Background: an optimization exercise with open tools, aiming at small area, a short achievable clock period and few clock cycles. Do not read the settings as production practice.
The RTL was checked by simulation tests, not by an equivalence proof against the original design.

Design cpu_top, start of the top module:
module cpu_top (
    input  logic        clk,
    input  logic        rst,
    input  logic        run,
    input  logic        load_req,
    input  logic [5:0]  load_addr,
    input  logic [31:0] load_instr,
    output logic        load_ack,
    output logic        retire_valid,
    output logic [3:0]  retire_rd,
    output logic [31:0] retire_data
);
    logic                   mem_clr;
    logic                   stall;
    logic                   if_valid;
    logic                   if_uses_b;
    logic [cpu_pkg::IW-2:0] if_instr;
    logic        id_we, id_ld, id_st, id_sum, id_sub, id_and, id_or, id_xor;
    logic [3:0]  id_rd;
    logic [31:0] id_a, id_b;
    logic [5:0]  id_imm6;
    logic [31:0] store_data, alu_result, ld_data;
    logic [7:0]  hit_lo, hit_hi;
    logic        em_we, em_ld;
    logic [3:0]  em_rd;
    logic [31:0] em_alu, em_sdata;
    logic        wb_we;
    logic [3:0]  wb_rd;
    logic [31:0] wb_alu, wb_ld, wb_data;
    always_ff @(posedge clk) mem_clr <= rst;
    fetch_stage u_fetch (
        .clk        (clk),
        .rst        (rst),
        .mem_clr    (mem_clr),
        .run        (run),
        .stall      (stall),
        .load_req   (load_req),
        .load_addr  (load_addr),
        .load_instr (load_instr),
        .load_ack   (load_ack),
        .if_valid   (if_valid),
        .if_uses_b  (if_uses_b),
        .if_instr   (if_instr)
    );
    decode_stage u_decode (
        .clk      (clk),
        .rst      (rst),
        .mem_clr  (mem_clr),
        .if_valid (if_valid),
        .if_uses_b(if_uses_b),
        .if_instr (if_instr),
        .ex_data  (alu_result),
        .mem_we   (em_we),
        .mem_rd   (em_rd),
        .mem_is_ld(em_ld),
        .mem_alu  (em_alu),
        .mem_ld   (ld_data),
        .wb_we    (wb_we),
        .wb_rd    (wb_rd),
        .wb_data  (wb_data),
        .stall    (stall),
        .id_we    (id_we),
        .id_rd    (id_rd),
        .id_ld    (id_ld),
        .id_st    (id_st),
        .id_sum   (id_sum),
        .id_sub   (id_sub),
        .id_and   (id_and),
        .id_or    (id_or),
        .id_xor   (id_xor),
  ...
==> module memory_stage, before the edit <==
module memory_stage (
    input  logic        clk,
    input  logic        mem_clr,
    input  logic [7:0]  e_lo,       
    input  logic [7:0]  e_hi,
    input  logic        e_re,       
    input  logic        e_we,       
    input  logic [31:0] wdata,
    output logic [31:0] rdata
);
    logic [31:0] dmem [0:cpu_pkg::DMEM_DEPTH-1];
    logic [63:0] dmem_v;
    logic [63:0] wsel;
    logic [63:0] sel;
    always_ff @(posedge clk) begin
        for (int g = 0; g < 8; g++) begin
            for (int w = 0; w < 8; w++) begin
                wsel[8*g + w] <= e_we && e_hi[g] && e_lo[w];
            end
        end
    end
    always_ff @(posedge clk) begin
        for (int k = 0; k < 64; k++) begin
            if (wsel[k]) dmem[k] <= wdata;
        end
    end
    always_ff @(posedge clk) begin
        for (int k = 0; k < 64; k++) begin
            if (mem_clr)      dmem_v[k] <= 1'b0;
            else if (wsel[k]) dmem_v[k] <= 1'b1;
        end
    end
    always_ff @(posedge clk) begin
        for (int g = 0; g < 8; g++) begin
            for (int w = 0; w < 8; w++) begin
                sel[8*g + w] <= e_re && e_hi[g] && e_lo[w] &&
                                (dmem_v[8*g + w] || wsel[8*g + w]);
            end
        end
    end
    always_comb begin
        rdata = '0;
        for (int k = 0; k < 64; k++) begin
            rdata = rdata | ({32{sel[k]}} & dmem[k]);
        end
    end
endmodule
==> module cpu_top, before the edit <==
module cpu_top (
    input  logic        clk,
    input  logic        rst,
    input  logic        run,
    input  logic        load_req,
    input  logic [5:0]  load_addr,
    input  logic [31:0] load_instr,
    output logic        load_ack,
    output logic        retire_valid,
    output logic [3:0]  retire_rd,
    output logic [31:0] retire_data
);
    logic                   mem_clr;
    logic                   stall;
    logic                   if_valid;
    logic                   if_uses_b;
    logic [cpu_pkg::IW-2:0] if_instr;
    logic        id_we, id_ld, id_st, id_sum, id_sub, id_and, id_or, id_xor;
    logic [3:0]  id_rd;
    logic [31:0] id_a, id_b;
    logic [5:0]  id_imm6;
    logic [31:0] store_data, alu_result, ld_data;
    logic [7:0]  hit_lo, hit_hi;
    logic        em_we, em_ld;
    logic [3:0]  em_rd;
    logic [31:0] em_alu, em_sdata;
    logic        wb_we;
    logic [3:0]  wb_rd;
    logic [31:0] wb_alu, wb_ld, wb_data;
    always_ff @(posedge clk) mem_clr <= rst;
    fetch_stage u_fetch (
        .clk        (clk),
        .rst        (rst),
        .mem_clr    (mem_clr),
        .run        (run),
        .stall      (stall),
        .load_req   (load_req),
        .load_addr  (load_addr),
        .load_instr (load_instr),
        .load_ack   (load_ack),
        .if_valid   (if_valid),
        .if_uses_b  (if_uses_b),
        .if_instr   (if_instr)
    );
    decode_stage u_decode (
        .clk      (clk),
        .rst      (rst),
        .mem_clr  (mem_clr),
        .if_valid (if_valid),
        .if_uses_b(if_uses_b),
        .if_instr (if_instr),
        .ex_data  (alu_result),
        .mem_we   (em_we),
        .mem_rd   (em_rd),
        .mem_is_ld(em_ld),
        .mem_alu  (em_alu),
        .mem_ld   (ld_data),
        .wb_we    (wb_we),
        .wb_rd    (wb_rd),
        .wb_data  (wb_data),
        .stall    (stall),
        .id_we    (id_we),
        .id_rd    (id_rd),
        .id_ld    (id_ld),
        .id_st    (id_st),
        .id_sum   (id_sum),
        .id_sub   (id_sub),
        .id_and   (id_and),
        .id_or    (id_or),
        .id_xor   (id_xor),
        .id_a     (id_a),
        .id_b     (id_b),
        .id_imm6  (id_imm6)
    );
    execute_stage u_execute (
        .a          (id_a),
        .b          (id_b),
        .imm6       (id_imm6),
        .sum        (id_sum),
        .sub        (id_sub),
        .op_and     (id_and),
        .op_or      (id_or),
        .op_xor     (id_xor),
        .store_data (store_data),
        .hit_lo     (hit_lo),
        .hit_hi     (hit_hi),
        .result     (alu_result)
    );
    always_ff @(posedge clk) begin
        if (rst) em_we <= 1'b0;
        else     em_we <= id_we;
    end
    always_ff @(posedge clk) begin
        em_ld    <= id_ld;
        em_rd    <= id_rd;
        em_alu   <= alu_result;
        em_sdata <= store_data;
    end
    memory_stage u_memory (
        .clk     (clk),
        .mem_clr (mem_clr),
        .e_lo    (hit_lo),
        .e_hi    (hit_hi),
        .e_re    (id_ld),
        .e_we    (id_st),
        .wdata   (em_sdata),
        .rdata   (ld_data)
    );
    always_ff @(posedge clk) begin
        if (rst) wb_we <= 1'b0;
        else     wb_we <= em_we;
    end
    always_ff @(posedge clk) begin
        wb_rd  <= em_rd;
        wb_alu <= em_alu;
        wb_ld  <= ld_data;
    end
    assign wb_data = wb_alu | wb_ld;
    always_ff @(posedge clk) begin
        if (rst) retire_valid <= 1'b0;
        else     retire_valid <= wb_we;
    end
    always_ff @(posedge clk) begin
        retire_rd   <= wb_rd;
        retire_data <= wb_data;
    end
endmodule
clock: 6.0 ns
lec_check: 0
cap_margin: 20
core_margin: 2
core_utilization: 50
setup_slack_margin: 3.6
slew_margin: 20
tns_end_percent: 20
run.sh (not shown) runs the stock make flow with config.mk's settings and CLKGATE_MAP_FILE= SYNTH_SCRIPT=/design/flow/synth_recipe.tcl, a recipe that flattens the netlist after the stock synthesis.
Testbench counts at the start, summed over its fixed seeds: cycles 25,521.
Rerun with:
--- a/flow/design.v
+++ b/flow/design.v
@@ -344,51 +344,45 @@
     assign hit_hi = sum_hot(base[5:3], imm6[5:3], c3);
 endmodule
 module memory_stage (
     input  logic        clk,
     input  logic        mem_clr,
-    input  logic [7:0]  e_lo,       
-    input  logic [7:0]  e_hi,
-    input  logic        e_re,       
-    input  logic        e_we,       
+    input  logic [7:0]  hit_lo,
+    input  logic [7:0]  hit_hi,
+    input  logic        re,
+    input  logic        we,
     input  logic [31:0] wdata,
     output logic [31:0] rdata
 );
     logic [31:0] dmem [0:cpu_pkg::DMEM_DEPTH-1];
     logic [63:0] dmem_v;
-    logic [63:0] wsel;
-    logic [63:0] sel;
     always_ff @(posedge clk) begin
         for (int g = 0; g < 8; g++) begin
             for (int w = 0; w < 8; w++) begin
-                wsel[8*g + w] <= e_we && e_hi[g] && e_lo[w];
+                if (we && hit_hi[g] && hit_lo[w]) dmem[8*g + w] <= wdata;
             end
         end
     end
     always_ff @(posedge clk) begin
-        for (int k = 0; k < 64; k++) begin
-            if (wsel[k]) dmem[k] <= wdata;
-        end
-    end
-    always_ff @(posedge clk) begin
-        for (int k = 0; k < 64; k++) begin
-            if (mem_clr)      dmem_v[k] <= 1'b0;
-            else if (wsel[k]) dmem_v[k] <= 1'b1;
-        end
-    end
-    always_ff @(posedge clk) begin
         for (int g = 0; g < 8; g++) begin
             for (int w = 0; w < 8; w++) begin
-                sel[8*g + w] <= e_re && e_hi[g] && e_lo[w] &&
-                                (dmem_v[8*g + w] || wsel[8*g + w]);
+                if (mem_clr)                           dmem_v[8*g + w] <= 1'b0;
+                else if (we && hit_hi[g] && hit_lo[w]) dmem_v[8*g + w] <= 1'b1;
             end
         end
     end
+    logic [31:0] grp [0:7];
     always_comb begin
+        for (int g = 0; g < 8; g++) begin
+            grp[g] = '0;
+            for (int w = 0; w < 8; w++) begin
+                grp[g] = grp[g] | ({32{hit_lo[w] && dmem_v[8*g + w]}} & dmem[8*g + w]);
+            end
+        end
         rdata = '0;
-        for (int k = 0; k < 64; k++) begin
-            rdata = rdata | ({32{sel[k]}} & dmem[k]);
+        for (int g = 0; g < 8; g++) begin
+            rdata = rdata | ({32{hit_hi[g] && re}} & grp[g]);
         end
     end
 endmodule
 module cpu_top (
     input  logic        clk,
@@ -411,13 +405,14 @@
     logic [3:0]  id_rd;
     logic [31:0] id_a, id_b;
     logic [5:0]  id_imm6;
     logic [31:0] store_data, alu_result, ld_data;
     logic [7:0]  hit_lo, hit_hi;
-    logic        em_we, em_ld;
+    logic        em_we, em_ld, em_st;
     logic [3:0]  em_rd;
     logic [31:0] em_alu, em_sdata;
+    logic [7:0]  em_hlo, em_hhi;
     logic        wb_we;
     logic [3:0]  wb_rd;
     logic [31:0] wb_alu, wb_ld, wb_data;
     always_ff @(posedge clk) mem_clr <= rst;
     fetch_stage u_fetch (
@@ -477,26 +472,33 @@
         .hit_lo     (hit_lo),
         .hit_hi     (hit_hi),
         .result     (alu_result)
     );
     always_ff @(posedge clk) begin
-        if (rst) em_we <= 1'b0;
-        else     em_we <= id_we;
+        if (rst) begin
+            em_we <= 1'b0;
+            em_st <= 1'b0;
+        end else begin
+            em_we <= id_we;
+            em_st <= id_st;
+        end
     end
     always_ff @(posedge clk) begin
         em_ld    <= id_ld;
         em_rd    <= id_rd;
         em_alu   <= alu_result;
         em_sdata <= store_data;
+        em_hlo   <= hit_lo;
+        em_hhi   <= hit_hi;
     end
     memory_stage u_memory (
         .clk     (clk),
         .mem_clr (mem_clr),
-        .e_lo    (hit_lo),
-        .e_hi    (hit_hi),
-        .e_re    (id_ld),
-        .e_we    (id_st),
+        .hit_lo  (em_hlo),
+        .hit_hi  (em_hhi),
+        .re      (em_ld),
+        .we      (em_st),
         .wdata   (em_sdata),
         .rdata   (ld_data)
     );
     always_ff @(posedge clk) begin
         if (rst) wb_we <= 1'b0;
Final area is lower by a few percent.
Critical path depth is unchanged.
Clock-buffer cell count is lower by 12.
First-iteration DRC count is lower by well over a third.
Synthesized area is lower slightly.
Synthesized cell count is higher slightly.
Non-clock buffer count is lower by 334.
Cell count is lower by a few percent.
Die area is lower slightly.
Via count is lower by roughly a tenth.
Worst setup slack gets worse by 0.13 ns.
Wire length is lower by a quarter to a third.
Testbench counts after the change, summed over its fixed seeds: cycles 25,521.

## separate check: timing with driven ports
The results above use ideal ports. As a check the final layouts listed here were re-extracted and re-timed, cells and wires unchanged. Step 1 assumes that a clkbuf_16 drives the clock port and a buf_2 every other input. Step 2 times the ports against the registers' clock, not the clock port: input delays grow and output delays shrink by t, the midpoint of the rising clock arrivals with the driver on. Three values: no drivers, after step 1, after step 2; two values: the first two.
| run | t, ns | setup WS [ns] | hold WS [ns] | slew at the worst register clock pin (ns) | pins driven straight from the clock port |
|---|---|---|---|---|---|
| the first run | 1.071 | 3.166 / 3.166 / 2.835 | 0.318 / 0.318 / 0.318 | 0.07 / 0.07 | 1 |
| the second run | 1.036 | 3.038 / 3.038 / 2.891 | 0.303 / 0.303 / 0.303 | 0.07 / 0.07 | 1 |
After both steps setup and hold are still met in every run listed. For the first run, which loses most, drivers alone change the setup slack by 0.000 ns; drivers and shift together by -0.331 ns.
